Source: an optimization exercise on an open RTL-to-GDS flow (aim: small area and a short achievable clock period). Production flows keep margins and buffers that such runs may drop. Only simulation tests tie the RTL to the original design; equivalence was not proved.

$ cat flow/design.v
module e_mdu_add35 #(
  parameter logic [34:0] SEC = 35'h0_2081_1111
) (
  input  logic [34:0] a,
  input  logic [34:0] b,
  input  logic        ci,
  output logic [34:0] s
);
  logic [34:0] s0;      
  logic [35:0] c;       
  logic [34:0] p;       
  logic [34:0] pa;      
  logic [35:0] si;      
  genvar j;
  generate
    for (j = 0; j < 35; j++) begin : g_bit
      logic cin;
      if (j == 0) begin : g_b0
        assign cin   = ci;
        assign p[j]  = 1'b1;
        assign si[j] = 1'b0;
      end else if (SEC[j]) begin : g_first
        assign cin   = 1'b0;
        assign p[j]  = 1'b1;
        assign si[j] = c[j] | (si[j-1] & pa[j-1]);
      end else begin : g_mid
        assign cin   = c[j];
        assign p[j]  = p[j-1] & s0[j-1];
        assign si[j] = si[j-1];
      end
      assign s0[j]  = a[j] ^ b[j] ^ cin;
      assign c[j+1] = (a[j] & b[j]) | (a[j] & cin) | (b[j] & cin);
      if (j == 0 || SEC[j]) begin : g_pa0
        assign pa[j] = s0[j];
      end else begin : g_pan
        assign pa[j] = pa[j-1] & s0[j];
      end
      assign s[j]   = s0[j] ^ (si[j] & p[j]);
    end
  endgenerate
endmodule
module e_mdu #(
  parameter int MULT_CYCLES = 5,
  parameter int DIV_CYCLES  = 10
) (
  input  logic        clk,
  input  logic        reset,
  input  logic [3:0]  E_MDUOp,
  input  logic        E_Start,
  input  logic [31:0] E_A,
  input  logic [31:0] E_B,
  input  logic        E_Req,
  output logic        E_Busy,
  output logic [31:0] E_RDHI,
  output logic [31:0] E_RDLO
);
  logic        r_busy, r_busy_o, r_last;
  logic        r_div, r_mul;      
  logic        r_sgn, r_sa, r_dsign;
  logic [3:0]  r_cnt;
  logic [31:0] r_hi, r_lo;
  logic [31:0] r_ma;     
  logic [34:0] r_mb;     
  logic [34:0] r_acc;    
  logic        r_one0, r_two0, r_neg0;   
  logic w_mul, w_div, w_sgn, w_start, w_ext;
  assign w_mul   = (E_MDUOp == 4'd1) | (E_MDUOp == 4'd2);
  assign w_div   = (E_MDUOp == 4'd3) | (E_MDUOp == 4'd4);
  assign w_sgn   = (E_MDUOp == 4'd1) | (E_MDUOp == 4'd3);
  assign w_start = ~r_busy & E_Start & (w_mul | w_div) & ~E_Req;
  assign w_ext   = (E_MDUOp == 4'd3) & E_A[31];
  logic [34:0] w_mext;
  assign w_mext = {{3{r_sgn & r_ma[31]}}, r_ma};
  logic [34:0] w_x [4];
  logic [34:0] w_y [4];
  logic [34:0] w_s [4];
  logic [3:0]  w_one, w_two, w_neg;
  logic [3:0]  w_abit;
  assign w_abit = {r_mb[32], r_mb[33], r_mb[34], 1'b0};
  function automatic logic [2:0] booth(input logic b2, input logic b1, input logic b0);
    booth = {b1 ^ b0, (b2 & ~b1 & ~b0) | (~b2 & b1 & b0), b2};
  endfunction
  genvar r;
  generate
    for (r = 0; r < 4; r++) begin : g_row
      if (r == 0) begin : g_r0
        assign w_x[r]   = r_acc;
        assign w_one[r] = r_one0;
        assign w_two[r] = r_two0;
        assign w_neg[r] = r_div ? ~(r_acc[34] ^ r_dsign) : r_neg0;
      end else begin : g_rn
        logic [2:0] d;
        assign d = booth(r_mb[2*r+1], r_mb[2*r], r_mb[2*r-1]);
        assign w_x[r]   = r_mul ? {{2{w_s[r-1][34]}}, w_s[r-1][34:2]}
                                : {w_s[r-1][33:0], w_abit[r]};
        assign w_one[r] = r_div | (~r_last & d[2]);
        assign w_two[r] = r_mul & ~r_last & d[1];
        assign w_neg[r] = r_div ? ~(w_s[r-1][33] ^ r_dsign) : (~r_last & d[0]);
      end
      assign w_y[r] = ((w_mext & {35{w_one[r]}}) | ({w_mext[33:0], 1'b0} & {35{w_two[r]}}))
                    ^ {35{w_neg[r]}};
      e_mdu_add35 u_add (.a(w_x[r]), .b(w_y[r]), .ci(w_neg[r]), .s(w_s[r]));
    end
  endgenerate
  logic [2:0] w_d0n;
  logic       w_lastn;
  assign w_lastn = r_busy & (r_cnt == 4'd2);
  assign w_d0n   = w_lastn ? {~r_sgn & r_mb[7], 2'b00}
                           : booth(r_mb[9], r_mb[8], r_mb[7]);
  logic w_rz, w_cz, w_usec, w_sub;
  assign w_rz   = (r_acc[34:1] == 34'd0);
  assign w_cz   = (w_s[0][34:1] == 34'd0);
  assign w_sub  = ~(r_acc[34] ^ r_dsign);
  assign w_usec = r_sa ? ((~r_acc[34] & ~w_rz) | w_cz) : r_acc[34];
  logic [30:0] w_qinc;
  logic [31:0] w_qc;
  assign w_qc[0] = w_usec & w_sub;
  genvar q;
  generate
    for (q = 0; q < 31; q++) begin : g_qinc
      assign w_qinc[q] = r_mb[q] ^ w_qc[q];
      assign w_qc[q+1] = r_mb[q] & w_qc[q];
    end
  endgenerate
  logic w_commit;
  assign w_commit = r_busy & r_last & ~(r_div & (r_ma == 32'd0));
  always_ff @(posedge clk) begin
    if (!reset) begin
      r_busy   <= 1'b0;
      r_busy_o <= 1'b0;
    end else if (!r_busy) begin
      r_busy   <= w_start;
      r_busy_o <= w_start;
    end else if (r_last) begin
      r_busy   <= 1'b0;
      r_busy_o <= 1'b0;
    end
  end
  always_ff @(posedge clk) begin
    r_last <= w_lastn;
  end
  always_ff @(posedge clk) begin
    if (!r_busy) begin
      r_cnt   <= w_div ? 4'(DIV_CYCLES) : 4'(MULT_CYCLES);
      r_div   <= w_div;
      r_mul   <= w_mul;
      r_sgn   <= w_sgn;
      r_sa    <= w_ext;
      r_dsign <= (E_MDUOp == 4'd3) & E_B[31];
      r_ma    <= E_B;
      r_mb    <= {{3{w_ext}}, E_A};
      r_acc   <= {35{w_ext}};
      {r_one0, r_two0, r_neg0} <= w_div ? 3'b100 : booth(E_A[1], E_A[0], 1'b0);
    end else begin
      r_cnt <= r_cnt - 4'd1;
      {r_one0, r_two0, r_neg0} <= r_div ? {~w_lastn, w_lastn, 1'b0} : w_d0n;
      if (r_div) begin
        r_acc <= {w_s[3][33:0], r_mb[31]};
        r_mb  <= {r_mb[30:0], w_neg[0], w_neg[1], w_neg[2], w_neg[3]};
      end else begin
        r_acc <= {{2{w_s[3][34]}}, w_s[3][34:2]};
        r_mb  <= {r_mb[34:33], r_mb[7], w_s[3][1:0], w_s[2][1:0], w_s[1][1:0],
                  w_s[0][1:0], r_mb[31:8]};
      end
    end
  end
  always_ff @(posedge clk) begin
    if (!reset) begin
      r_hi <= '0;
      r_lo <= '0;
    end else if (!r_busy) begin
      if (!E_Req && E_MDUOp == 4'd5) r_hi <= E_A;
      if (!E_Req && E_MDUOp == 4'd6) r_lo <= E_A;
    end else if (w_commit) begin
      if (r_div) begin
        r_hi <= w_usec ? w_s[0][32:1] : r_acc[32:1];
        r_lo <= {w_qinc, ~w_usec};
      end else begin
        r_hi <= w_s[0][31:0];
        r_lo <= r_mb[31:0];
      end
    end
  end
  assign E_Busy = r_busy_o;
  assign E_RDHI = r_hi;
  assign E_RDLO = r_lo;
endmodule
$ cat flow/run.sh
#!/bin/bash
# synth_recipe.tcl (not shown) runs the flow's synth.tcl, then flattens the netlist and writes it again
# the make line also repeats each setting of config.mk as NAME=value (left out here)
make -C /OpenROAD-flow-scripts/flow DESIGN_CONFIG=/design/flow/config.mk WORK_HOME=/design/flow/orfs CLKGATE_MAP_FILE= SYNTH_SCRIPT=/design/flow/synth_recipe.tcl finish
$ cat flow/config.mk
export PLATFORM = sky130hd
export DESIGN_NAME = e_mdu
export DESIGN_NICKNAME = e_mdu
export VERILOG_FILES = /design/flow/design.v
export SDC_FILE = /design/flow/constraint.sdc
export NUM_CORES = 4
export LEC_CHECK = 0
export ABC_AREA = 1
export CAP_MARGIN = 20
export CORE_MARGIN = 2
export CORE_UTILIZATION = 40
export SLEW_MARGIN = 20
$ cat flow/constraint.sdc
create_clock -name core_clock -period 120.0 [get_ports {clk}]
set_input_delay 24.0000 -clock core_clock [delete_from_list [all_inputs] [get_ports {clk}]]
set_output_delay 24.0000 -clock core_clock [all_outputs]
set_load 0.01 [all_outputs]
==> flow_summary_export.csv, run 1 <==
group,metric,value,unit
status,status,"complete, no violations",
grt,overflow_after_grt,0,
clock_network,worst_skew_pair.late_latency,480,ps
placement,gpl.final_weighted_congestion,0.8912,
synthesis,synth_flop_cell,"sky130_fd_sc_hd__dfxtp_1",
routing,detailed_routing_iterations_pass_1,8,
routing,wirelength,56430,um
synthesis,synth.avg_cell_area,7.868,um2
sta,rsz_0062_raised_after_global_routing,"no",
layout,mostFrequentLayoutCells,"456 x sky130_fd_sc_hd__nand2_1, 216 x sky130_fd_sc_hd__inv_1, 161 x sky130_fd_sc_hd__o21ai_0",
floorplan,io_pins,137,
synthesis,synth.ff_latch_count,181,
setup_path,cp_cell_sequence,"clkdlybuf4s50_1, inv_1, nor2_1, nand3_1, nand2_2, inv_1, nor2_1, a21oi_1",
layout,final_layout_size_suffix_gt1_share,7.084,%
floorplan,core_area,40830,um2
synthesis,synth-warning-count,6,
layout,finalNonFillerCells,2706,
sta,finalCriticalPeriod,25690,ps
synthesis,post_synth_instance_area,16550,um2
setup_path,critical_path_arrival,26050,ps
setup_path,worst-endpoint-required,120360,ps
layout,area_growth_from_synthesis_to_layout,14.33,%
sta,totalNegativeSetupSlack,0,ps
sta,worst_clock_skew,22.41,ps
routing,drc_errors,0,
setup_path,path_class,"in -> reg",
sta,setup_violations,0,
grt,antenna_found_initial,0,
routing,vias,15574,
min_path,min-delay-path-class,"reg -> reg",
layout,sequential_cell_area,4014,um2
floorplan,initial_core_util,40.53,%
synthesis,asyncSetResetFlopFracSynth,0,%
routing,detail_route.wirelength.met1,25910,um
synthesis,synth.net_count,2363,
setup_path,cpMaxStageDelayCell,"sky130_fd_sc_hd__nand2_2",
clock_network,ctsRootBufferMaster,"sky130_fd_sc_hd__clkbuf_16",
clock_network,htree_levels,4,
placement,buffer_ports.inserted,136,
clock_network,clock_sinks,181,
sta,max-slew-margin-rel,30.28,%
routing,top_signal_layer_used,"met4",
sta,slew_viol_final,0,
routing,drt-initial-drc-count,1488,
routing,met3_wirelength,4599,um
floorplan,std_cell_rows,74,
placement,place_worst_setup_slack,93810,ps
clock_network,clock_tree.buffer_depth,2,
job,drv_cap,0,
floorplan,design.die.area,43010,um2
synthesis,yosysSeqAreaShare,24.26,%
clock_network,clk_pin_slew_worst_paths,90,ps
layout,diodes,0,
routing,detail-route-antenna-nets,0,
setup_path,largest_stage_delay_on_the_critical_path,730,ps
sta,fmax,38.93,MHz
layout,multiInputGateArea,11250,um2
grt,grt_start_max_net_pins,75,
routing,avgViaCountPerCell,5.755,
synthesis,netlist-cell-type-count,59,
synthesis,netlist_instances,2103,
grt,grt_pass1_wl,87770,um
layout,finalNetCount,2421,
routing,wl_met2,24590,um
grt,first_global_vias,14928,
layout,nFillCells,4006,
placement,dp_cells,2674,
clock_network,cts_hold_buf,0,
setup_path,setup.worst_path.end_class,"flop",
clock_network,cts-resized-gates,0,
setup_path,r2r_setup_slack,98860,ps
layout,layout.cells.most_common,"sky130_fd_sc_hd__nand2_1",
sta,worstMarginPinSlew,1033,ps
floorplan,die_y,207.4,um
setup_path,crit_path_max_fanout,61,
grt,gr_usage_total,26.09,%
clock_network,post-cts-setup-buffers,0,
sta,worst_slack,94310,ps
sta,finalHoldViolCount,0,
floorplan,die_x,207.4,um
clock_network,tritoncts,"done",
routing,wl_per_cell,20.85,um
clock_network,numCtsBuffers,17,
placement,dpl.hpwl,43860,um
synthesis,number_of_enable_flip_flop_cells_after_synthesis,39,
sta,timing.final.crit_share,21.41,%
setup_path,critPathLaunchType,"primary input",
-- state kept, by name, summed over array words and instances, names as in the netlist, 4 cells and up --
name	flops
r_acc	35
r_mb	35
r_hi	32
r_lo	32
r_ma	32
r_cnt	4
-- path summary, 6_finish.rpt --
check | depth (start not counted) | startpoint | end
worst max-delay path | 8 | E_MDUOp[2] | r_hi[13]
worst min-delay path | 1 | r_busy_o | r_busy_o
worst max register to register | 88 | r_dsign | r_acc[31]
worst min register to register | 1 | r_busy_o | r_busy_o
-- through the flow --
step	cell area (um2)	hold slack (ps)	utilization [%]
floorplan	16550	434.5	-
detailed placement	18290	462.8	44.78
global placement	18290	450.3	44.78
finish	18920	483.2	46.33
CTS	18910	482.7	46.31
global route	18920	515.9	46.33
-- Yosys cell counts (56+ instances only) --
cell type,n,area [um2]
sky130_fd_sc_hd__xor2_1,74,648.1
sky130_fd_sc_hd__o22ai_1,129,807.0
sky130_fd_sc_hd__nor2_1,56,210.2
sky130_fd_sc_hd__dfxtp_1,142,2843
sky130_fd_sc_hd__inv_1,218,818.3
sky130_fd_sc_hd__o21ai_0,161,805.8
sky130_fd_sc_hd__xnor2_1,97,849.6
sky130_fd_sc_hd__clkbuf_1,92,345.3
sky130_fd_sc_hd__fa_1,108,2162
sky130_fd_sc_hd__nand2_1,459,1723
sky130_fd_sc_hd__ha_1,80,1001
sky130_fd_sc_hd__nand3_1,84,420.4
-- kinds of logic after synthesis --
| kind of cell | synth area share, % |
|---|---|
| XOR/XNOR | 9.051 |
| buffers and inverters | 7.932 |
| adder cells (fa/ha/maj) | 19.12 |
| AO/OA/AOI/OAI | 18.53 |
| AND/OR/NAND/NOR | 20.81 |
| multiplexers | 0.3025 |
| flip-flops | 24.26 |
-- critical path: cells and delay by family --
kind / cells / cell delay (ps)
buf+inv: 3 / 770
simple gates: 4 / 1180
compound gates: 1 / 70
-- per-layer routing --
layer | vias to the layer above | GRT usage (%)
met2 | 701 | 40.01
met5 | - | 0
met1 | 7457 | 38.16
li1 | 7357 | -
met4 | 0 | 7.217
met3 | 59 | 3.752
-- final cells by class --
type,instances,share of cell area [%]
Inverter,228,4.524
Clock inverter,15,1.038
Tap cell,532,3.519
Multi-Input combinational cell,1577,59.48
Clock buffer,17,2.249
Timing Repair Buffer,156,7.976
Sequential cell,181,21.22
==> run 2: changes to the inputs <==
==> flow/flow/run.sh (new file) <==
#!/bin/bash
set -euo pipefail
echo 'export BUFFER_PORTS_ARGS = -buffer_cell sky130_fd_sc_hd__buf_2' >> config.mk
bash standard.sh > standard.log 2>&1
==> flow/standard.sh (new file) <==
#!/bin/bash
# synth_recipe.tcl (not shown) runs the flow's synth.tcl, then flattens the netlist and writes it again
# the make line also repeats each setting of config.mk as NAME=value (left out here)
make -C /OpenROAD-flow-scripts/flow DESIGN_CONFIG=/design/flow/config.mk WORK_HOME=/design/flow/orfs CLKGATE_MAP_FILE= SYNTH_SCRIPT=/design/flow/synth_recipe.tcl "${@:-finish}"
--- a/flow/config.mk
+++ b/flow/config.mk
@@ -10,3 +10,4 @@
 export CORE_MARGIN = 2
 export CORE_UTILIZATION = 40
 export SLEW_MARGIN = 20
+export BUFFER_PORTS_ARGS = -buffer_cell sky130_fd_sc_hd__buf_2
removed: flow/run.sh
==> run 2 against run 1 <==
Net effect: still clean on timing, DRC and antenna; global-route usage is 0.28 points higher; area after synthesis unchanged; synthesized cell count is the same; maximum frequency rose by 1.5%; worst hold slack got worse by 13 ps; non-clock buffer count up 2; die area did not move; count of clock-buffer cells in the layout up 1; critical path type unchanged; critical endpoint is now r_hi[7]; highest routed layer unchanged.
==> flow_summary_export.csv, run 2 <==
group,metric,value,unit
status,status,"complete, no violations",
synthesis,synth.most_common_cell,"sky130_fd_sc_hd__nand2_1",
grt,gr_usage_total,26.37,%
sta,finalCriticalPeriod,25320,ps
layout,final_layout_size_suffix_gt1_share,13.37,%
clock_network,clock_sinks,181,
grt,antenna_found_initial,0,
sta,finalHoldViolCount,0,
sta,timing.hold.ws,470.1,ps
placement,dpl.hpwl,43800,um
grt,first_global_vias,15045,
setup_path,critPathLaunchType,"primary input",
setup_path,cpMaxStageDelayCell,"sky130_fd_sc_hd__nand2_2",
synthesis,post_synth_instance_area,16550,um2
setup_path,worst-endpoint-required,120350,ps
setup_path,critPathTopFamily,"simple AND/OR/NAND/NOR gates",
routing,detailed_routing_iterations_pass_1,5,
placement,buffer_ports.inserted,136,
sta,totalNegativeSetupSlack,0,ps
synthesis,number_of_enable_flip_flop_cells_after_synthesis,39,
synthesis,synth.ff_latch_count,181,
setup_path,critical_path_arrival,25670,ps
synthesis,synth.net_count,2363,
routing,wirelength,56860,um
routing,top_signal_layer_used,"met4",
setup_path,largest_stage_delay_on_the_critical_path,730,ps
floorplan,io_pins,137,
layout,area_growth_from_synthesis_to_layout,10.40,%
setup_path,cp_cell_sequence,"buf_2, inv_1, nor2_1, nand3_1, nand2_2, inv_1, nor2_1, a21oi_1",
setup_path,setup.worst_path.end_class,"flop",
sta,timing.final.crit_share,21.10,%
routing,detail_route.wirelength.met1,26170,um
routing,vias,15651,
synthesis,asyncSetResetFlopFracSynth,0,%
sta,slew_viol_final,0,
sta,fmax,39.50,MHz
floorplan,die_y,207.4,um
layout,diodes,0,
setup_path,worstPathBufferInverterCount,3,
routing,detail-route-antenna-nets,0,
synthesis,synth_flop_cell,"sky130_fd_sc_hd__dfxtp_1",
clock_network,ctsRootBufferMaster,"sky130_fd_sc_hd__clkbuf_16",
synthesis,synth.top_cells.by_count,"459 x sky130_fd_sc_hd__nand2_1, 218 x sky130_fd_sc_hd__inv_1, 161 x sky130_fd_sc_hd__o21ai_0",
routing,drt-initial-drc-count,1740,
clock_network,cts_hold_buf,0,
routing,drc_errors,0,
routing,met3_wirelength,4319,um
synthesis,yosysSeqAreaShare,24.26,%
routing,wl_per_cell,21.00,um
grt,grt_start_max_net_pins,116,
placement,gpl.final_weighted_congestion,0.9035,
synthesis,synth-warning-count,6,
layout,finalNetCount,2423,
sta,worstMarginPinSlew,1038,ps
clock_network,clock_tree.buffer_depth,2,
sta,max-slew-margin-rel,29.89,%
layout,layout.cells.most_common,"sky130_fd_sc_hd__nand2_1",
grt,grt_pass1_wl,88720,um
job,drv_cap,0,
synthesis,netlist_instances,2103,
clock_network,post-cts-setup-buffers,0,
layout,mostFrequentLayoutCells,"456 x sky130_fd_sc_hd__nand2_1, 216 x sky130_fd_sc_hd__inv_1, 161 x sky130_fd_sc_hd__o21ai_0",
layout,reg.largest.list,"r_acc x35, r_mb x35",
clock_network,htree_levels,4,
layout,final_core_util,44.74,%
min_path,min-delay-path-class,"reg -> reg",
floorplan,initial_core_util,40.53,%
setup_path,path_class,"in -> reg",
clock_network,clk_pin_slew_worst_paths,90,ps
clock_network,numCtsBuffers,17,
setup_path,crit_path_max_fanout,61,
floorplan,core_area,40830,um2
clock_network,cts-resized-gates,0,
sta,worst_clock_skew,18.69,ps
clock_network,worst_skew_pair.late_latency,480,ps
floorplan,design.die.area,43010,um2
synthesis,netlist-cell-type-count,59,
routing,avgViaCountPerCell,5.780,
floorplan,std_cell_rows,74,
sta,setup_violations,0,
synthesis,post-synth-top-area-cell,"sky130_fd_sc_hd__dfxtp_1",
synthesis,largest_cells_by_area_after_synthesis,"sky130_fd_sc_hd__dfxtp_1 17%, sky130_fd_sc_hd__fa_1 13%, sky130_fd_sc_hd__nand2_1 10%",
floorplan,die_x,207.4,um
routing,wl_met2,25130,um
synthesis,synth.avg_cell_area,7.868,um2
clock_network,tritoncts,"done",
sta,rsz_0062_raised_after_global_routing,"no",
synthesis,synth_top_area_share,17.18,%
grt,overflow_after_grt,0,
[run 2: per-stage QoR]
| stage | instance area, um2 | instances | setup WS (ps) |
|---|---|---|---|
| after global placement | 17640 | 2676 | 94210 |
| after detailed placement | 17640 | 2676 | 94240 |
| final | 18270 | 2708 | 94680 |
| after floorplan | 16550 | 2103 | 94840 |
| after global routing | 18270 | 2708 | 94490 |
| after CTS | 18260 | 2708 | 94700 |
[run 2: logic make-up (layout without fill, tap and decap cells)]
group	Yosys count	after routing	share of synthesized area (%)
XOR/XNOR	171	171	9.051
adder cells (fa/ha/maj)	188	188	19.12
AND/OR/NAND/NOR	738	738	20.81
multiplexers	5	5	0.3025
buffers and inverters	345	418	7.932
AO/OA/AOI/OAI	475	475	18.53
flip-flops	181	181	24.26
[run 2: final timing paths]
kind / startpoint / endpoint / slack [ps] / cells after the start
setup / recovery: E_MDUOp[2] / r_hi[7] / 94680 / 8
hold / removal: r_busy_o / r_busy_o / 470 / 1
setup reg to reg: r_dsign / r_acc[31] / 98660 / 90
hold reg to reg: r_busy_o / r_busy_o / 470 / 1
[run 2: final cells by class]
class | count | area (um2)
Clock buffer | 18 | 450.4
Timing Repair Buffer | 158 | 858.3
Clock inverter | 14 | 172.7
Multi-Input combinational cell | 1577 | 11250
Inverter | 228 | 855.8
Sequential cell | 181 | 4014
Tap cell | 532 | 665.6
Fill cell | 4129 | 22560
[run 2: per-layer routing]
metal  track usage, %  vias to the layer above
met5                0                        -
met4            7.266                        0
met2            40.79                      667
li1                 -                     7350
met3            4.221                       60
met1            38.03                     7574
==> run 3: changes to the inputs <==
==> flow/flow/run.sh (replaced) <==
#!/bin/bash
set -euo pipefail
cat >> config.mk <<'EOC'
export BUFFER_PORTS_ARGS = -buffer_cell sky130_fd_sc_hd__buf_2
export SETUP_SLACK_MARGIN = 95.2
EOC
bash standard.sh > standard.log 2>&1
--- a/flow/config.mk
+++ b/flow/config.mk
@@ -11,3 +11,4 @@
 export CORE_UTILIZATION = 40
 export SLEW_MARGIN = 20
 export BUFFER_PORTS_ARGS = -buffer_cell sky130_fd_sc_hd__buf_2
+export SETUP_SLACK_MARGIN = 95.2
==> run 3 against run 2 <==
Net effect: still clean on timing, DRC and antenna; clock skew decreased by 0.79 ps; register-to-register slack improved by 20 ps; final area increased by 5.2%; highest routed layer unchanged.
==> flow_summary_export.csv, run 3 <==
group,metric,value,unit
floorplan,design.die.area,43010,um2
sta,finalHoldViolCount,0,
clock_network,ctsRootBufferMaster,"sky130_fd_sc_hd__clkbuf_16",
synthesis,synth.net_count,2363,
synthesis,synth.ff_latch_count,181,
routing,drc_errors,0,
min_path,min-delay-path-class,"reg -> reg",
layout,sequential_cell_area,4115,um2
placement,buffer_ports.inserted,136,
setup_path,crit_path_max_fanout,2,
sta,worstMarginPinSlew,871.9,ps
synthesis,synth-warning-count,6,
layout,multiInputGateArea,11450,um2
clock_network,htree_levels,4,
layout,finalNonFillerCells,2747,
synthesis,netlist-cell-type-count,59,
setup_path,cp.depth,1,
synthesis,synth_top_area_share,17.18,%
routing,wirelength,58380,um
grt,antenna_found_initial,0,
setup_path,timing.rr.end,"r_acc[31]",
synthesis,synth.avg_cell_area,7.868,um2
synthesis,post-synth-top-area-cell,"sky130_fd_sc_hd__dfxtp_1",
floorplan,core_area,40830,um2
setup_path,worst_r2r_startpoint,"r_dsign",
layout,reg.largest.list,"r_acc x35, r_mb x35",
layout,diodes,0,
floorplan,std_cell_rows,74,
grt,first_global_vias,15543,
sta,rsz_0062_raised_after_global_routing,"yes",
synthesis,largest_cells_by_area_after_synthesis,"sky130_fd_sc_hd__dfxtp_1 17%, sky130_fd_sc_hd__fa_1 13%, sky130_fd_sc_hd__nand2_1 10%",
sta,fmax,40.06,MHz
clock_network,clock_sinks,181,
status,status,"complete, no violations",
setup_path,path_class,"reg -> out",
floorplan,io_pins,137,
setup_path,cp_cell_sequence,"buf_6",
placement,dp_cells,2677,
grt,grt_start_max_net_pins,84,
setup_path,setup.worst_path.end_class,"primary output",
setup_path,cpMaxStageDelayCell,"sky130_fd_sc_hd__dfxtp_2",
synthesis,synth.top_cells.by_count,"459 x sky130_fd_sc_hd__nand2_1, 218 x sky130_fd_sc_hd__inv_1, 161 x sky130_fd_sc_hd__o21ai_0",
job,drv_cap,0,
sta,setup_violations,0,
routing,wl_per_cell,21.25,um
sta,finalCriticalPeriod,24970,ps
min_path,holdPathStages,1,
synthesis,asyncSetResetFlopFracSynth,0,%
setup_path,worstPathBufferInverterCount,1,
floorplan,die_y,207.4,um
synthesis,netlist_instances,2103,
setup_path,critical_path_arrival,960,ps
placement,gpl.final_weighted_congestion,0.8845,
grt,gr_usage_total,27.09,%
synthesis,number_of_enable_flip_flop_cells_after_synthesis,39,
setup_path,ff2ff_path_depth,90,
layout,nFillCells,4123,
layout,area_growth_from_synthesis_to_layout,16.09,%
floorplan,initial_core_util,40.53,%
routing,vias,15868,
sta,slew_viol_final,0,
grt,grt_pass1_wl,90410,um
sta,timing.final.crit_share,20.80,%
floorplan,die_x,207.4,um
synthesis,synth.most_common_cell,"sky130_fd_sc_hd__nand2_1",
setup_path,critPathTopFamily,"flip-flops",
layout,finalNetCount,2462,
synthesis,synth_flop_cell,"sky130_fd_sc_hd__dfxtp_1",
routing,detail-route-antenna-nets,0,
sta,totalNegativeSetupSlack,0,ps
sta,max-slew-margin-rel,41.87,%
clock_network,clock_tree.buffer_depth,2,
min_path,worstHoldStart,"r_busy_o",
synthesis,yosysSeqAreaShare,24.26,%
synthesis,post_synth_instance_area,16550,um2
clock_network,worst_skew_pair.late_latency,480,ps
routing,avgViaCountPerCell,5.776,
setup_path,r2r_setup_slack,98680,ps
min_path,timing.hold.worst_endpoint,"r_busy_o",
sta,worst_clock_skew,17.90,ps
setup_path,worst-endpoint-required,96000,ps
layout,layout.cells.most_common,"sky130_fd_sc_hd__nand2_1",
setup_path,largest_stage_delay_on_the_critical_path,380,ps
layout,final_layout_size_suffix_gt1_share,18.42,%
routing,detailed_routing_iterations_pass_1,5,
routing,drt-initial-drc-count,1362,
layout,mostFrequentLayoutCells,"457 x sky130_fd_sc_hd__nand2_1, 210 x sky130_fd_sc_hd__inv_1, 156 x sky130_fd_sc_hd__o21ai_0",
grt,overflow_after_grt,0,
clock_network,tritoncts,"done",
setup_path,critPathLaunchType,"flop",
clock_network,numCtsBuffers,17,
placement,dpl.hpwl,43840,um
clock_network,clk_pin_slew_worst_paths,80,ps
## run 3: logic make-up after synthesis
group / after synthesis / share of synthesized area [%]
AO/OA/AOI/OAI: 475 / 18.53
buffers and inverters: 345 / 7.932
flip-flops: 181 / 24.26
multiplexers: 5 / 0.3025
adder cells (fa/ha/maj): 188 / 19.12
AND/OR/NAND/NOR: 738 / 20.81
XOR/XNOR: 171 / 9.051
## run 3: metal layers
metal  track usage (%)  share of wire, %  up-vias
met1             38.28                44     7661
met5                 0                 0        -
met4             10.05               3.2        0
met2             41.33                44      685
met3             4.750               8.5       89
li1                  -                 -     7433
## run 3: worst max path at each step
stage | slack [ps] | end | from
global placement | 94210 | r_acc[31] | E_MDUOp[0]
finish | 95040 | E_RDHI[1] | r_hi[1]
detailed placement | 94220 | r_hi[6] | E_MDUOp[0]
floorplan | 95080 | r_busy_o | E_MDUOp[0]
global route | 95020 | E_RDHI[3] | r_hi[3]
CTS | 95020 | E_RDLO[29] | r_lo[29]
## run 3: worst register-to-register path: cells and delay by family, from the launching register on
| kind | cells | cell delay, ps |
|---|---|---|
| AOI/OAI and AO/OA | 3 | 400 |
| xor gates and xnor gates | 6 | 1790 |
| adders and majority gates | 29 | 11670 |
| buffers and inverters | 10 | 1820 |
| DFF | 1 | 490 |
| and+or+nand+nor | 42 | 4980 |
## run 3: layout make-up
cell class | instances | share of cell area, %
sequential | 181 | 21.42
clock inverter | 14 | 0.6969
inverter | 228 | 4.533
clock buffer | 18 | 2.234
multi-input combinational | 1584 | 59.59
tap | 532 | 3.465
timing repair buffer | 190 | 8.057
## run 3: what timing repair did
item | CTS | global route
pin swaps | 0 | 5
hold buffers | 0 | 0
buffers inserted | 19 | 10
cloned | 7 | 1
endpoints found under the setup margin | 156 | 129
resized for setup | 142 | 34
## run 3: per-stage QoR
step / setup slack (ps) / hold WS, ps / utilization [%] / instance area, um2
after floorplan: 95080 / 434.5 / - / 16720
after global placement: 94210 / 446.0 / 43.31 / 17680
after detailed placement: 94220 / 453.3 / 43.35 / 17700
after CTS: 95020 / 479.9 / 46.48 / 18980
after global routing: 95020 / 496.1 / 47.05 / 19210
final: 95040 / 477.7 / 47.05 / 19210
==> run 4: changes to the inputs <==
==> flow/flow/run.sh (replaced) <==
#!/bin/bash
set -euo pipefail
echo 'export BUFFER_PORTS_ARGS = -buffer_cell sky130_fd_sc_hd__buf_1' >> config.mk
bash standard.sh > standard.log 2>&1
--- a/flow/config.mk
+++ b/flow/config.mk
@@ -10,5 +10,4 @@
 export CORE_MARGIN = 2
 export CORE_UTILIZATION = 40
 export SLEW_MARGIN = 20
-export BUFFER_PORTS_ARGS = -buffer_cell sky130_fd_sc_hd__buf_2
-export SETUP_SLACK_MARGIN = 95.2
+export BUFFER_PORTS_ARGS = -buffer_cell sky130_fd_sc_hd__buf_1
==> run 4 against run 3 <==
Net effect: final cell count down 1.4%; global-route usage down 1.2 points; critical path depth up 7; maximum frequency down 1.3%; area after synthesis unchanged; register-to-register slack better by 150 ps; synthesized cell count unchanged; via count down 2.5%.
==> flow_summary_export.csv, run 4 <==
group,metric,value,unit
synthesis,yosysSeqAreaShare,24.26,%
placement,gpl.final_weighted_congestion,0.8894,
layout,layout.cells.most_common,"sky130_fd_sc_hd__nand2_1",
clock_network,clock_sinks,181,
layout,diodes,0,
layout,area_growth_from_synthesis_to_layout,9.187,%
grt,antenna_found_initial,0,
sta,max-slew-margin-rel,33.51,%
routing,detail-route-antenna-nets,0,
synthesis,synth.net_count,2363,
routing,vias,15473,
synthesis,post_synth_instance_area,16550,um2
layout,final_layout_size_suffix_gt1_share,7.169,%
setup_path,ff2ff_path_depth,89,
sta,worstMarginPinSlew,984.8,ps
floorplan,io_pins,137,
clock_network,tritoncts,"done",
grt,grt_pass1_wl,86730,um
grt,first_global_vias,14730,
sta,totalNegativeSetupSlack,0,ps
sta,worst_slack,94700,ps
setup_path,setup.worst_path.end_class,"flop",
synthesis,synth.avg_cell_area,7.868,um2
sta,fmax,39.53,MHz
layout,mostFrequentLayoutCells,"456 x sky130_fd_sc_hd__nand2_1, 216 x sky130_fd_sc_hd__inv_1, 161 x sky130_fd_sc_hd__o21ai_0",
synthesis,synth.most_common_cell,"sky130_fd_sc_hd__nand2_1",
setup_path,worst-endpoint-required,120350,ps
floorplan,die_x,207.4,um
placement,buffer_ports.inserted,136,
setup_path,timing.rr.end,"r_acc[31]",
grt,grt_start_max_net_pins,81,
synthesis,synth-warning-count,6,
setup_path,largest_stage_delay_on_the_critical_path,720,ps
placement,dpl.hpwl,43630,um
layout,nFillCells,4168,
clock_network,htree_levels,4,
synthesis,post-synth-top-area-cell,"sky130_fd_sc_hd__dfxtp_1",
min_path,min-delay-path-class,"reg -> reg",
routing,drt-initial-drc-count,1498,
layout,finalNonFillerCells,2708,
sta,worst_clock_skew,17.41,ps
status,status,"complete, no violations",
routing,wl_per_cell,20.86,um
routing,avgViaCountPerCell,5.714,
placement,place_worst_setup_slack,94250,ps
sta,timing.hold.ws,470.8,ps
setup_path,critical_path_arrival,25650,ps
setup_path,r2r_setup_slack,98830,ps
clock_network,cts-resized-gates,0,
grt,overflow_after_grt,0,
floorplan,std_cell_rows,74,
layout,postLayoutCellArea,18070,um2
synthesis,number_of_enable_flip_flop_cells_after_synthesis,39,
layout,reg.largest.list,"r_acc x35, r_mb x35",
placement,post_dp_cell_area,17470,um2
setup_path,worst_r2r_startpoint,"r_dsign",
clock_network,cts_hold_buf,0,
setup_path,path_class,"in -> reg",
setup_path,cp_cell_sequence,"buf_1, inv_1, nor2_1, nand3_1, nand2_2, inv_1, nor2_1, a21oi_1",
sta,slew_viol_final,0,
min_path,timing.hold.worst_endpoint,"r_cnt[0]",
floorplan,core_area,40830,um2
min_path,holdPathStages,1,
sta,finalCriticalPeriod,25300,ps
clock_network,post-cts-setup-buffers,0,
floorplan,initial_core_util,40.53,%
clock_network,clock_tree.buffer_depth,2,
layout,finalNetCount,2424,
synthesis,asyncSetResetFlopFracSynth,0,%
synthesis,largest_cells_by_area_after_synthesis,"sky130_fd_sc_hd__dfxtp_1 17%, sky130_fd_sc_hd__fa_1 13%, sky130_fd_sc_hd__nand2_1 10%",
layout,final_core_util,44.25,%
floorplan,die_y,207.4,um
clock_network,clk_pin_slew_worst_paths,70,ps
sta,rsz_0062_raised_after_global_routing,"no",
job,drv_cap,0,
placement,dp_cells,2677,
floorplan,design.die.area,43010,um2
synthesis,synth_flop_cell,"sky130_fd_sc_hd__dfxtp_1",
clock_network,numCtsBuffers,17,
routing,detailed_routing_iterations_pass_1,5,
min_path,worstHoldStart,"r_cnt[0]",
grt,gr_usage_total,25.93,%
synthesis,netlist_instances,2103,
synthesis,synth.ff_latch_count,181,
synthesis,synth_top_area_share,17.18,%
sta,setup_violations,0,
sta,finalHoldViolCount,0,
routing,drc_errors,0,
setup_path,critPathLaunchType,"primary input",
setup_path,crit_path_max_fanout,61,
routing,wirelength,56480,um
setup_path,cpMaxStageDelayCell,"sky130_fd_sc_hd__nand2_2",
clock_network,ctsRootBufferMaster,"sky130_fd_sc_hd__clkbuf_16",
sta,timing.final.crit_share,21.08,%
synthesis,synth.top_cells.by_count,"459 x sky130_fd_sc_hd__nand2_1, 218 x sky130_fd_sc_hd__inv_1, 161 x sky130_fd_sc_hd__o21ai_0",
clock_network,worst_skew_pair.late_latency,480,ps
synthesis,netlist-cell-type-count,59,
run 4: changes by cell type in the layout (fill, tap and decap cells not counted), sizes merged:
cell,before,now
clkbuf,19,20
nand2,508,501
buf,189,158
bufinv,0,1
inv,232,230
clkinv,9,8
run 4: final cells by class:
cell class	count	area, um2	area share [%]
sequential	181	4014	22.22
clock inverter	12	131.4	0.7271
timing repair buffer	159	684.4	3.788
multi-input combinational	1577	11250	62.28
inverter	228	855.8	4.737
clock buffer	19	464.2	2.569
tap	532	665.6	3.684
run 4: worst max path at each step:
stage | depth (start not counted) | end | slack, ps | from
3_5_place_dp | 8 | r_hi[13] | 94250 | E_MDUOp[2]
3_3_place_gp | 8 | r_acc[31] | 94220 | E_MDUOp[0]
5_1_grt | 8 | r_hi[13] | 94520 | E_MDUOp[2]
6_report | 8 | r_hi[13] | 94700 | E_MDUOp[2]
4_1_cts | 8 | r_hi[13] | 94730 | E_MDUOp[2]
2_1_floorplan | 8 | r_mb[33] | 94840 | E_MDUOp[0]
run 4: critical path, delay by kind of cell:
family	cells	cell delay, ps
buf+inv	3	380
simple gates	4	1160
compound gates	1	80
run 4: cell families after synthesis:
family | after synthesis | share of synthesized area (%)
buf+inv | 345 | 7.932
compound gates | 475 | 18.53
flops | 181 | 24.26
xor+xnor | 171 | 9.051
fa+ha+maj | 188 | 19.12
simple gates | 738 | 20.81
mux | 5 | 0.3025
run 4: metal layers:
metal / track usage [%] / wire length [um]
met2: 38.44 / 24000
met3: 4.841 / 4539
met5: 0 / 0
met4: 9.113 / 1793
met1: 37.60 / 26140
==> run 5: changes to the inputs <==
--- a/flow/config.mk
+++ b/flow/config.mk
@@ -9,5 +9,7 @@
 export CAP_MARGIN = 20
 export CORE_MARGIN = 2
 export CORE_UTILIZATION = 40
+export CTS_BUF_LIST = sky130_fd_sc_hd__clkbuf_8
+export CTS_CLUSTER_DIAMETER = 40
 export SLEW_MARGIN = 20
 export BUFFER_PORTS_ARGS = -buffer_cell sky130_fd_sc_hd__buf_1
==> run 5 against run 4 <==
Net effect: global-route usage fell by 0.11 points; utilization fell by 0.46 points; clock skew rose by 8.2 ps; via count fell by 0.32%; count of clock-buffer cells in the layout fell by 1; final cell count did not move; first-iteration DRC count fell by 3.5%; die area did not move; sequential share of layout area rose by 0.23 points; non-clock buffer count did not move.
==> flow_summary_export.csv, run 5 <==
group,metric,value,unit
clock_network,worst_skew_pair.late_latency,540,ps
sta,worstMarginPinSlew,993.8,ps
setup_path,worst-endpoint-required,120410,ps
min_path,worstHoldStart,"r_cnt[0]",
routing,drc_errors,0,
synthesis,synth-warning-count,6,
layout,mostFrequentLayoutCells,"456 x sky130_fd_sc_hd__nand2_1, 216 x sky130_fd_sc_hd__inv_1, 161 x sky130_fd_sc_hd__o21ai_0",
sta,finalHoldViolCount,0,
setup_path,critical_path_arrival,25650,ps
synthesis,asyncSetResetFlopFracSynth,0,%
clock_network,htree_levels,4,
setup_path,setup.worst_path.end_class,"flop",
clock_network,ctsRootBufferMaster,"sky130_fd_sc_hd__clkbuf_8",
grt,first_global_vias,14643,
grt,gr_usage_total,25.82,%
grt,grt_pass1_wl,86290,um
synthesis,synth_top_area_share,17.18,%
job,drv_cap,0,
floorplan,initial_core_util,40.53,%
layout,nFillCells,4195,
routing,wl_per_cell,20.82,um
layout,diodes,0,
status,status,"complete, no violations",
clock_network,clock_tree.buffer_depth,2,
synthesis,synth.ff_latch_count,181,
synthesis,netlist-cell-type-count,59,
sta,fmax,39.63,MHz
synthesis,post-synth-top-area-cell,"sky130_fd_sc_hd__dfxtp_1",
setup_path,worst_r2r_startpoint,"r_dsign",
routing,met3_wirelength,4511,um
grt,overflow_after_grt,0,
routing,avgViaCountPerCell,5.696,
min_path,min-delay-path-class,"reg -> reg",
clock_network,numCtsBuffers,17,
clock_network,cts_hold_buf,0,
floorplan,core_area,40830,um2
routing,top_signal_layer_used,"met4",
setup_path,crit_path_max_fanout,61,
clock_network,clk_pin_slew_worst_paths,100,ps
layout,postLayoutCellArea,17880,um2
synthesis,synth.net_count,2363,
layout,reg.largest.list,"r_acc x35, r_mb x35",
clock_network,clock_sinks,181,
floorplan,design.die.area,43010,um2
synthesis,netlist_instances,2103,
routing,detail-route-antenna-nets,0,
layout,final_layout_size_suffix_gt1_share,7.169,%
sta,totalNegativeSetupSlack,0,ps
grt,grt_start_max_net_pins,81,
routing,detail_route.wirelength.met1,26080,um
sta,max-slew-margin-rel,33.51,%
sta,finalCriticalPeriod,25230,ps
synthesis,post_synth_instance_area,16550,um2
routing,wirelength,56370,um
layout,finalNetCount,2424,
routing,wl_met2,24020,um
sta,rsz_0062_raised_after_global_routing,"no",
synthesis,synth.most_common_cell,"sky130_fd_sc_hd__nand2_1",
floorplan,die_y,207.4,um
synthesis,synth.top_cells.by_count,"459 x sky130_fd_sc_hd__nand2_1, 218 x sky130_fd_sc_hd__inv_1, 161 x sky130_fd_sc_hd__o21ai_0",
setup_path,path_class,"in -> reg",
clock_network,post-cts-setup-buffers,0,
sta,setup_violations,0,
floorplan,die_x,207.4,um
synthesis,yosysSeqAreaShare,24.26,%
setup_path,crit_start,"E_MDUOp[2]",
setup_path,critPathLaunchType,"primary input",
placement,buffer_ports.inserted,136,
grt,antenna_found_initial,0,
clock_network,cts-resized-gates,0,
clock_network,tritoncts,"done",
routing,drt-initial-drc-count,1445,
sta,slew_viol_final,0,
synthesis,largest_cells_by_area_after_synthesis,"sky130_fd_sc_hd__dfxtp_1 17%, sky130_fd_sc_hd__fa_1 13%, sky130_fd_sc_hd__nand2_1 10%",
synthesis,synth.avg_cell_area,7.868,um2
placement,dpl.hpwl,43630,um
sta,timing.final.crit_share,21.03,%
placement,gpl.final_weighted_congestion,0.8894,
synthesis,number_of_enable_flip_flop_cells_after_synthesis,39,
floorplan,io_pins,137,
sta,worst_clock_skew,25.60,ps
layout,layout.cells.most_common,"sky130_fd_sc_hd__nand2_1",
synthesis,synth_flop_cell,"sky130_fd_sc_hd__dfxtp_1",
layout,sequential_cell_area,4014,um2
layout,area_growth_from_synthesis_to_layout,8.060,%
routing,vias,15424,
floorplan,std_cell_rows,74,
layout,multiInputGateArea,11250,um2
routing,detailed_routing_iterations_pass_1,7,
placement,post_dp_cell_area,17470,um2
## run 5: changes by cell type in the layout (fill, tap and decap cells not counted)
cell	previous run	this run
sky130_fd_sc_hd__clkbuf_8	1	18
sky130_fd_sc_hd__bufinv_16	1	2
sky130_fd_sc_hd__clkbuf_16	18	0
## run 5: layout make-up
cell class,instances,area share (%)
Timing Repair Buffer,159,3.828
Sequential cell,181,22.45
Inverter,228,4.786
Tap cell,532,3.723
Multi-Input combinational cell,1577,62.93
Clock inverter,13,0.9027
Clock buffer,18,1.385
## run 5: metrics by stage
stage	cells	hold slack, ps	worst slack (ps)	utilization [%]
6_report	2708	474.7	94770	43.79
5_1_grt	2708	495.7	94590	43.79
4_1_cts	2708	476.1	94810	43.78
3_5_place_dp	2677	459.0	94250	42.78
3_3_place_gp	2677	448.9	94220	42.77
2_1_floorplan	2103	434.5	94840	-
## run 5: kinds of logic after synthesis
logic type,after synthesis,synth area share (%)
muxes,5,0.3025
and+or+nand+nor,738,20.81
xor gates and xnor gates,171,9.051
DFF,181,24.26
adders and majority gates,188,19.12
AOI/OAI and AO/OA,475,18.53
buffers and inverters,345,7.932
## run 5: layer usage
metal  GRT usage (%)  up-vias
met4           8.990        0
met1           37.47     7379
met5               0        -
met2           38.32      644
li1                -     7327
met3           4.766       74
## run 5: worst paths after layout
path	slack, ps	depth (start not counted)	endpoint
setup / recovery	94770	8	r_hi[13]
hold reg to reg	470	1	r_cnt[0]
hold / removal	470	1	r_cnt[0]
setup reg to reg	98800	89	r_acc[31]
## run 5: worst max-delay path: stages
cell                      delay [ps]
sky130_fd_sc_hd__buf_1           110
sky130_fd_sc_hd__inv_1            50
sky130_fd_sc_hd__nor2_1          160
sky130_fd_sc_hd__nand3_1         130
sky130_fd_sc_hd__nand2_2         720
sky130_fd_sc_hd__inv_1           220
sky130_fd_sc_hd__nor2_1          150
sky130_fd_sc_hd__a21oi_1          80
==> run 6: changes to the inputs <==
==> flow/flow/run.sh (replaced) <==
#!/bin/bash
set -euo pipefail
cat >> config.mk <<'EOC'
export BUFFER_PORTS_ARGS = -buffer_cell sky130_fd_sc_hd__buf_1
export SETUP_SLACK_MARGIN = 94.75
EOC
bash standard.sh > standard.log 2>&1
--- a/flow/config.mk
+++ b/flow/config.mk
@@ -13,3 +13,4 @@
 export CTS_CLUSTER_DIAMETER = 40
 export SLEW_MARGIN = 20
 export BUFFER_PORTS_ARGS = -buffer_cell sky130_fd_sc_hd__buf_1
+export SETUP_SLACK_MARGIN = 94.75
==> run 6 against run 5 <==
Net effect: count of clock-buffer cells in the layout did not move; setup slack improved by 110 ps; area after synthesis did not move; via count barely moved; worst hold slack barely moved; wire length barely moved; register-to-register slack barely moved; synthesized cell count did not move; clock skew barely moved.
==> flow_summary_export.csv, run 6 <==
group,metric,value,unit
status,status,"complete, no violations",
routing,drt-initial-drc-count,1445,
synthesis,synth.top_cells.by_count,"459 x sky130_fd_sc_hd__nand2_1, 218 x sky130_fd_sc_hd__inv_1, 161 x sky130_fd_sc_hd__o21ai_0",
setup_path,largest_stage_delay_on_the_critical_path,420,ps
placement,buffer_ports.inserted,136,
floorplan,std_cell_rows,74,
sta,worst_slack,94880,ps
synthesis,netlist-cell-type-count,59,
clock_network,ctsRootBufferMaster,"sky130_fd_sc_hd__clkbuf_8",
clock_network,htree_levels,4,
sta,finalHoldViolCount,0,
clock_network,cts-resized-gates,0,
synthesis,largest_cells_by_area_after_synthesis,"sky130_fd_sc_hd__dfxtp_1 17%, sky130_fd_sc_hd__fa_1 13%, sky130_fd_sc_hd__nand2_1 10%",
synthesis,netlist_instances,2103,
grt,grt_pass1_wl,86290,um
routing,avgViaCountPerCell,5.698,
layout,area_growth_from_synthesis_to_layout,8.091,%
clock_network,clk_pin_slew_worst_paths,100,ps
layout,sequential_cell_area,4014,um2
placement,gpl.final_weighted_congestion,0.8894,
setup_path,crit_path_max_fanout,2,
routing,detailed_routing_iterations_pass_1,7,
sta,slew_viol_final,0,
layout,nFillCells,4194,
clock_network,clock_sinks,181,
routing,wirelength,56390,um
setup_path,worstPathBufferInverterCount,1,
routing,wl_per_cell,20.82,um
synthesis,synth.most_common_cell,"sky130_fd_sc_hd__nand2_1",
layout,final_core_util,43.80,%
sta,worst_clock_skew,25.61,ps
synthesis,synth_flop_cell,"sky130_fd_sc_hd__dfxtp_1",
clock_network,worst_skew_pair.late_latency,540,ps
synthesis,number_of_enable_flip_flop_cells_after_synthesis,39,
setup_path,cp_cell_sequence,"buf_1",
sta,setup_violations,0,
placement,place_worst_setup_slack,94250,ps
routing,detail_route.wirelength.met1,26090,um
setup_path,critical_path_arrival,1120,ps
setup_path,critPathLaunchType,"flop",
sta,worstMarginPinSlew,1142,ps
sta,totalNegativeSetupSlack,0,ps
layout,multiInputGateArea,11260,um2
synthesis,synth.ff_latch_count,181,
sta,timing.final.crit_share,20.94,%
routing,wl_met2,24050,um
layout,finalNetCount,2424,
grt,gr_usage_total,25.82,%
layout,diodes,0,
floorplan,core_area,40830,um2
routing,top_signal_layer_used,"met4",
routing,met3_wirelength,4482,um
grt,antenna_found_initial,0,
synthesis,synth_top_area_share,17.18,%
setup_path,worst-endpoint-required,96000,ps
routing,vias,15429,
sta,fmax,39.80,MHz
layout,final_layout_size_suffix_gt1_share,7.169,%
synthesis,asyncSetResetFlopFracSynth,0,%
clock_network,cts_hold_buf,0,
floorplan,die_x,207.4,um
clock_network,numCtsBuffers,17,
min_path,min-delay-path-class,"reg -> reg",
floorplan,io_pins,137,
placement,dpl.hpwl,43630,um
floorplan,initial_core_util,40.53,%
layout,mostFrequentLayoutCells,"456 x sky130_fd_sc_hd__nand2_1, 216 x sky130_fd_sc_hd__inv_1, 161 x sky130_fd_sc_hd__o21ai_0",
setup_path,path_class,"reg -> out",
synthesis,synth-warning-count,6,
setup_path,cpMaxStageDelayCell,"sky130_fd_sc_hd__dfxtp_1",
clock_network,post-cts-setup-buffers,0,
grt,first_global_vias,14643,
setup_path,critPathTopFamily,"flip-flops",
synthesis,yosysSeqAreaShare,24.26,%
routing,detail-route-antenna-nets,0,
floorplan,die_y,207.4,um
sta,rsz_0062_raised_after_global_routing,"no",
synthesis,synth.avg_cell_area,7.868,um2
grt,grt_start_max_net_pins,81,
setup_path,setup.worst_path.end_class,"primary output",
clock_network,tritoncts,"done",
routing,drc_errors,0,
synthesis,post-synth-top-area-cell,"sky130_fd_sc_hd__dfxtp_1",
layout,reg.largest.list,"r_acc x35, r_mb x35",
job,drv_cap,0,
grt,overflow_after_grt,0,
layout,layout.cells.most_common,"sky130_fd_sc_hd__nand2_1",
floorplan,design.die.area,43010,um2
clock_network,clock_tree.buffer_depth,2,
sta,max-slew-margin-rel,22.88,%
synthesis,post_synth_instance_area,16550,um2
sta,finalCriticalPeriod,25120,ps
synthesis,synth.net_count,2363,
run 6: cell counts after synthesis:
Identical to the previous run, type by type.
run 6: path summary, 6_finish.rpt:
| path | startpoint | endpoint | depth (start not counted) | slack [ps] |
|---|---|---|---|---|
| setup / recovery | r_hi[2] | E_RDHI[2] | 1 | 94880 |
| hold / removal | r_cnt[0] | r_cnt[0] | 1 | 470 |
| setup reg to reg | r_dsign | r_acc[31] | 89 | 98800 |
| hold reg to reg | r_cnt[0] | r_cnt[0] | 1 | 470 |
run 6: cells by family (layout without fill, tap and decap cells):
logic type / after synthesis / count (layout) / synth area share [%]
compound gates: 475 / 475 / 18.53
simple gates: 738 / 738 / 20.81
fa+ha+maj: 188 / 188 / 19.12
xor+xnor: 171 / 171 / 9.051
flops: 181 / 181 / 24.26
mux: 5 / 5 / 0.3025
buf+inv: 345 / 418 / 7.932
run 6: layout make-up:
cell class | count | area share [%]
repair buffers | 159 | 3.827
multi-input cells | 1577 | 62.94
well taps | 532 | 3.722
clock inverters | 13 | 0.9024
clock buffers | 18 | 1.385
flip-flops and latches | 181 | 22.44
inverters | 228 | 4.785
run 6: metal layers:
layer / track usage [%] / up-vias
met1: 37.47 / 7376
met3: 4.766 / 76
met4: 8.990 / 0
met2: 38.32 / 653
li1: - / 7324
met5: 0 / -
run 6: stage by stage:
stage                     hold WS, ps  instances  cell area (um2)
after global routing            495.7       2708            17890
final                           474.7       2708            17890
after CTS                       476.1       2708            17880
after detailed placement        459.0       2677            17470
after global placement          448.9       2677            17460
after floorplan                 434.5       2103            16550
==> run 7: changes to the inputs <==
--- a/flow/config.mk
+++ b/flow/config.mk
@@ -9,8 +9,6 @@
 export CAP_MARGIN = 20
 export CORE_MARGIN = 2
 export CORE_UTILIZATION = 40
-export CTS_BUF_LIST = sky130_fd_sc_hd__clkbuf_8
-export CTS_CLUSTER_DIAMETER = 40
 export SLEW_MARGIN = 20
 export BUFFER_PORTS_ARGS = -buffer_cell sky130_fd_sc_hd__buf_1
 export SETUP_SLACK_MARGIN = 94.75
==> run 7 against run 6 <==
Net effect: sequential share of layout area fell by 0.23 points; clock skew is 8.3 ps lower; highest routed layer unchanged; via count rose by 0.41%; setup slack gained 65 ps; sequential cell count stayed put; global-route usage increased by 0.11 points; worst hold slack worse by 3.9 ps; final cell count unchanged; non-clock buffer count did not move; critical endpoint is now E_RDHI[3].
==> flow_summary_export.csv, run 7 <==
group,metric,value,unit
min_path,min-delay-path-class,"reg -> reg",
layout,final_layout_size_suffix_gt1_share,7.169,%
routing,vias,15492,
layout,mostFrequentLayoutCells,"456 x sky130_fd_sc_hd__nand2_1, 216 x sky130_fd_sc_hd__inv_1, 161 x sky130_fd_sc_hd__o21ai_0",
synthesis,largest_cells_by_area_after_synthesis,"sky130_fd_sc_hd__dfxtp_1 17%, sky130_fd_sc_hd__fa_1 13%, sky130_fd_sc_hd__nand2_1 10%",
setup_path,setup.worst_path.end_class,"primary output",
synthesis,synth.avg_cell_area,7.868,um2
sta,worstMarginPinSlew,963.5,ps
layout,final_core_util,44.26,%
synthesis,number_of_enable_flip_flop_cells_after_synthesis,39,
synthesis,synth_flop_cell,"sky130_fd_sc_hd__dfxtp_1",
placement,dpl.hpwl,43630,um
floorplan,die_x,207.4,um
synthesis,netlist_instances,2103,
layout,diodes,0,
setup_path,largest_stage_delay_on_the_critical_path,410,ps
synthesis,post_synth_instance_area,16550,um2
clock_network,clock_tree.buffer_depth,2,
sta,slew_viol_final,0,
setup_path,path_class,"reg -> out",
clock_network,clock_sinks,181,
floorplan,io_pins,137,
floorplan,core_area,40830,um2
sta,rsz_0062_raised_after_global_routing,"no",
placement,dp_cells,2677,
clock_network,worst_skew_pair.late_latency,480,ps
synthesis,netlist-cell-type-count,59,
layout,finalNetCount,2424,
clock_network,post-cts-setup-buffers,0,
min_path,holdPathStages,1,
placement,post_dp_cell_area,17470,um2
routing,wl_per_cell,20.88,um
grt,antenna_found_initial,0,
clock_network,htree_levels,4,
clock_network,cts-resized-gates,2,
clock_network,numCtsBuffers,17,
synthesis,synth-warning-count,6,
grt,grt_start_max_net_pins,81,
synthesis,synth.net_count,2363,
layout,finalNonFillerCells,2708,
routing,wirelength,56540,um
grt,first_global_vias,14730,
placement,gpl.final_weighted_congestion,0.8894,
setup_path,worstPathBufferInverterCount,1,
setup_path,cp.depth,1,
layout,reg.largest.list,"r_acc x35, r_mb x35",
job,drv_cap,0,
floorplan,design.die.area,43010,um2
layout,postLayoutCellArea,18070,um2
clock_network,ctsRootBufferMaster,"sky130_fd_sc_hd__clkbuf_16",
sta,timing.final.crit_share,20.88,%
routing,detail-route-antenna-nets,0,
setup_path,crit_path_max_fanout,2,
floorplan,std_cell_rows,74,
grt,gr_usage_total,25.94,%
synthesis,synth.top_cells.by_count,"459 x sky130_fd_sc_hd__nand2_1, 218 x sky130_fd_sc_hd__inv_1, 161 x sky130_fd_sc_hd__o21ai_0",
synthesis,yosysSeqAreaShare,24.26,%
grt,grt_pass1_wl,86750,um
grt,overflow_after_grt,0,
sta,setup_violations,0,
clock_network,cts_hold_buf,0,
clock_network,clk_pin_slew_worst_paths,70,ps
sta,max-slew-margin-rel,35.76,%
sta,finalHoldViolCount,0,
setup_path,worst-endpoint-required,96000,ps
setup_path,critPathLaunchType,"flop",
routing,drt-initial-drc-count,1498,
sta,worst_clock_skew,17.32,ps
setup_path,cp_cell_sequence,"buf_1",
sta,totalNegativeSetupSlack,0,ps
synthesis,synth.most_common_cell,"sky130_fd_sc_hd__nand2_1",
floorplan,initial_core_util,40.53,%
setup_path,ff2ff_path_depth,89,
sta,finalCriticalPeriod,25060,ps
layout,area_growth_from_synthesis_to_layout,9.217,%
status,status,"complete, no violations",
floorplan,die_y,207.4,um
routing,drc_errors,0,
setup_path,critPathTopFamily,"flip-flops",
synthesis,asyncSetResetFlopFracSynth,0,%
synthesis,synth_top_area_share,17.18,%
clock_network,tritoncts,"done",
setup_path,critical_path_arrival,1060,ps
synthesis,post-synth-top-area-cell,"sky130_fd_sc_hd__dfxtp_1",
placement,buffer_ports.inserted,136,
synthesis,synth.ff_latch_count,181,
setup_path,cpMaxStageDelayCell,"sky130_fd_sc_hd__dfxtp_1",
layout,layout.cells.most_common,"sky130_fd_sc_hd__nand2_1",
sta,fmax,39.90,MHz
routing,avgViaCountPerCell,5.721,
routing,detailed_routing_iterations_pass_1,5,
run 7: cell counts after synthesis:
No cell type changed its count.
run 7: layout make-up:
| type | count | area [um2] |
|---|---|---|
| Clock buffer | 19 | 464.2 |
| Clock inverter | 12 | 131.4 |
| Fill cell | 4167 | 22760 |
| Inverter | 228 | 855.8 |
| Multi-Input combinational cell | 1577 | 11260 |
| Sequential cell | 181 | 4014 |
| Tap cell | 532 | 665.6 |
| Timing Repair Buffer | 159 | 684.4 |
run 7: through the flow:
step | hold WS [ps] | setup WS [ps]
after floorplan | 434.5 | 94840
after global placement | 448.9 | 94220
after detailed placement | 459.0 | 94250
after CTS | 471.6 | 94940
after global routing | 491.3 | 94820
final | 470.8 | 94940
run 7: worst paths after layout:
| check | slack (ps) | from | endpoint |
|---|---|---|---|
| max | 94940 | r_hi[3] | E_RDHI[3] |
| min | 470 | r_cnt[0] | r_cnt[0] |
| max reg2reg | 98840 | r_dsign | r_acc[31] |
| min reg2reg | 470 | r_cnt[0] | r_cnt[0] |
run 7: kinds of logic after synthesis:
family | synth area share, %
flip-flops | 24.26
buffers and inverters | 7.932
XOR/XNOR | 9.051
multiplexers | 0.3025
adder cells (fa/ha/maj) | 19.12
AND/OR/NAND/NOR | 20.81
AO/OA/AOI/OAI | 18.53
run 7: routing by layer:
layer	global-route usage [%]	part of all wire (%)	up-vias
met5	0	0	-
li1	-	-	7335
met3	4.841	8.2	73
met4	9.113	3.0	0
met1	37.61	46	7379
met2	38.44	43	705
==> run 8: changes to the inputs <==
==> flow/flow/run.sh (replaced) <==
#!/bin/bash
set -euo pipefail
cat >> config.mk <<'EOC'
export BUFFER_PORTS_ARGS = -buffer_cell sky130_fd_sc_hd__buf_1
export SETUP_SLACK_MARGIN = 95.0
EOC
bash standard.sh > standard.log 2>&1
--- a/flow/config.mk
+++ b/flow/config.mk
@@ -9,6 +9,8 @@
 export CAP_MARGIN = 20
 export CORE_MARGIN = 2
 export CORE_UTILIZATION = 40
+export CTS_BUF_LIST = sky130_fd_sc_hd__clkbuf_8
+export CTS_CLUSTER_DIAMETER = 40
 export SLEW_MARGIN = 20
 export BUFFER_PORTS_ARGS = -buffer_cell sky130_fd_sc_hd__buf_1
-export SETUP_SLACK_MARGIN = 94.75
+export SETUP_SLACK_MARGIN = 95.0
==> run 8 against run 7 <==
Net effect: still clean; clock skew grew 7.9 ps; utilization grew 1.2 points; worst hold slack gained 5.6 ps; wire length shrank 0.13%; critical path type unchanged; critical endpoint is now E_RDLO[29]; largest cell class unchanged.
==> flow_summary_export.csv, run 8 <==
group,metric,value,unit
synthesis,synth_compound_gate_area_share,18.53,%
setup_path,r2r_setup_slack,98720,ps
layout,final_layout_size_suffix_gt1_share,13.50,%
setup_path,critPathLaunchType,"flop",
synthesis,synth.net_count,2363,
layout,sequential_cell_area,4108,um2
routing,wl_per_cell,20.78,um
floorplan,core_area,40830,um2
synthesis,synthXorXnorAreaFrac,9.051,%
setup_path,timing.critical_path.to,"E_RDLO[29]",
clock_network,clock_sinks,181,
synthesis,synth_fa_ha_area_share,19.12,%
routing,detailed_routing_iterations_pass_1,5,
sta,worst_clock_skew,25.24,ps
sta,slew_viol_final,0,
synthesis,post_synth_instance_area,16550,um2
routing,drt-initial-drc-count,1519,
sta,fmax,39.93,MHz
synthesis,largest_cells_by_area_after_synthesis,"sky130_fd_sc_hd__dfxtp_1 17%, sky130_fd_sc_hd__fa_1 13%, sky130_fd_sc_hd__nand2_1 10%",
synthesis,number_of_enable_flip_flop_cells_after_synthesis,39,
routing,detail_route.wirelength.met1,26420,um
floorplan,io_pins,137,
layout,mostFrequentLayoutCells,"456 x sky130_fd_sc_hd__nand2_1, 216 x sky130_fd_sc_hd__inv_1, 161 x sky130_fd_sc_hd__o21ai_0",
sta,rsz_0062_raised_after_global_routing,"yes",
sta,finalHoldViolCount,0,
status,status,"complete, no violations",
routing,top_signal_layer_used,"met4",
sta,totalNegativeSetupSlack,0,ps
grt,gr_usage_total,26.15,%
setup_path,largest_stage_delay_on_the_critical_path,380,ps
sta,worstMarginPinSlew,1292,ps
setup_path,critPathTopFamily,"flip-flops",
setup_path,cp.depth,1,
floorplan,die_x,207.4,um
synthesis,synth.ff_latch_count,181,
layout,nFillCells,4143,
sta,finalCriticalPeriod,25040,ps
routing,detail-route-antenna-nets,0,
clock_network,worst_skew_pair.late_latency,540,ps
synthesis,synth_mux_area_share,0.3025,%
grt,grt_pass1_wl,87920,um
layout,layout.cells.most_common,"sky130_fd_sc_hd__nand2_1",
synthesis,netlist_instances,2103,
grt,first_global_vias,14765,
synthesis,synth_top_family_by_area,"simple AND/OR/NAND/NOR gates",
routing,wirelength,56470,um
clock_network,cts_hold_buf,0,
routing,vias,15516,
setup_path,worstPathBufferInverterCount,1,
layout,area_growth_from_synthesis_to_layout,12.24,%
routing,drc_errors,0,
layout,multiInputGateArea,11280,um2
layout,reg.largest.list,"r_acc x35, r_mb x35",
synthesis,synthSimpleGateAreaFrac,20.81,%
setup_path,crit_path_max_fanout,2,
synthesis,synth_flop_cell,"sky130_fd_sc_hd__dfxtp_1",
sta,setup_violations,0,
synthesis,asyncSetResetFlopFracSynth,0,%
synthesis,post-synth-top-area-cell,"sky130_fd_sc_hd__dfxtp_1",
layout,diodes,0,
job,drv_cap,0,
sta,timing.final.crit_share,20.87,%
placement,dpl.hpwl,43860,um
setup_path,worst_r2r_startpoint,"r_dsign",
synthesis,synth.most_common_cell,"sky130_fd_sc_hd__nand2_1",
routing,met3_wirelength,3876,um
routing,wl_met2,25160,um
setup_path,ff2ff_path_depth,89,
synthesis,synth_top_area_share,17.18,%
-- run 8: cell count changes in the layout (fill, tap and decap cells not counted), sizes merged --
cell,before,now
buf,158,166
clkbuf,20,19
clkinv,8,11
clkinvlp,1,0
-- run 8: per-stage QoR --
step	setup WS [ps]	hold WS (ps)	util, %
global route	94930	518.6	45.49
global placement	94230	448.0	42.77
floorplan	95010	434.5	-
finish	94960	476.4	45.49
CTS	94930	480.1	45.26
detailed placement	94210	465.5	42.78
-- run 8: cell type report --
class / instances / share of cell area [%]
multi-input combinational: 1577 / 60.73
clock buffer: 18 / 1.334
timing repair buffer: 167 / 6.636
inverter: 228 / 4.608
clock inverter: 14 / 0.9903
sequential: 181 / 22.12
tap: 532 / 3.584
-- run 8: cells by family (layout without fill, tap and decap cells) --
family	Yosys count	count (layout)
and+or+nand+nor	738	738
DFF	181	181
AOI/OAI and AO/OA	475	475
adders and majority gates	188	188
buffers and inverters	345	427
xor gates and xnor gates	171	171
muxes	5	5
-- run 8: what timing repair did --
action                                  4_1_cts  5_1_grt
endpoints found under the setup margin      129      125
gates cloned                                  0        0
buffers inserted                              0        8
gates resized for setup                     200        7
-- run 8: routing by layer --
layer | vias up | GRT usage [%]
met1 | 7502 | 37.90
met5 | - | 0
met4 | 0 | 6.207
met3 | 56 | 3.646
li1 | 7362 | -
met2 | 596 | 41.11
-- run 8: how the worst min path moves through the flow --
stage,start,end,depth (start not counted)
floorplan,r_cnt[0],r_cnt[0],1
global placement,r_cnt[0],r_cnt[0],1
detailed placement,r_cnt[0],r_cnt[0],1
CTS,r_cnt[0],r_cnt[0],1
global route,r_cnt[0],r_cnt[0],1
finish,r_cnt[0],r_cnt[0],1

[port drivers added, routing unchanged]
No port has a modelled driver above. Below, the same layouts with a new extraction and two added sets of constraints.
Step 1: set_driving_cell puts a clkbuf_16 on clk and a buf_2 on each other input, an assumption about the parent block.
Step 2 times the ports against the registers' clock, not the clock port: input delays grow and output delays shrink by t, the midpoint of the rising clock arrivals with the driver on.
Three values: no drivers, after step 1, after step 2; two values: the first two.
| run | t (ns) | setup WS [ns] | latest minus earliest clock arrival (ns) | worst slew at a driven data input, ns |
|---|---|---|---|---|
| run 1 | 0.519 | 94.312 / 94.335 / 93.816 | 0.024 / 0.024 | 0.04 |
| run 2 | 0.522 | 94.682 / 94.714 / 94.192 | 0.019 / 0.018 | 0.04 |
| run 3 | 0.526 | 95.035 / 94.980 / 94.762 | 0.018 / 0.018 | 0.03 |
| run 4 | 0.520 | 94.701 / 94.729 / 94.209 | 0.018 / 0.018 | 0.04 |
| run 5 | 0.577 | 94.767 / 94.792 / 94.215 | 0.026 / 0.025 | 0.04 |
| run 6 | 0.577 | 94.875 / 94.825 / 94.521 | 0.026 / 0.026 | 0.04 |
| run 7 | 0.520 | 94.940 / 94.888 / 94.485 | 0.017 / 0.018 | 0.04 |
| run 8 | 0.581 | 94.957 / 94.907 / 94.569 | 0.025 / 0.026 | 0.04 |
After both steps every run listed still meets setup and hold. The setup slack of run 5, which loses most, moves by +0.025 ns with the drivers and by -0.552 ns with both steps.
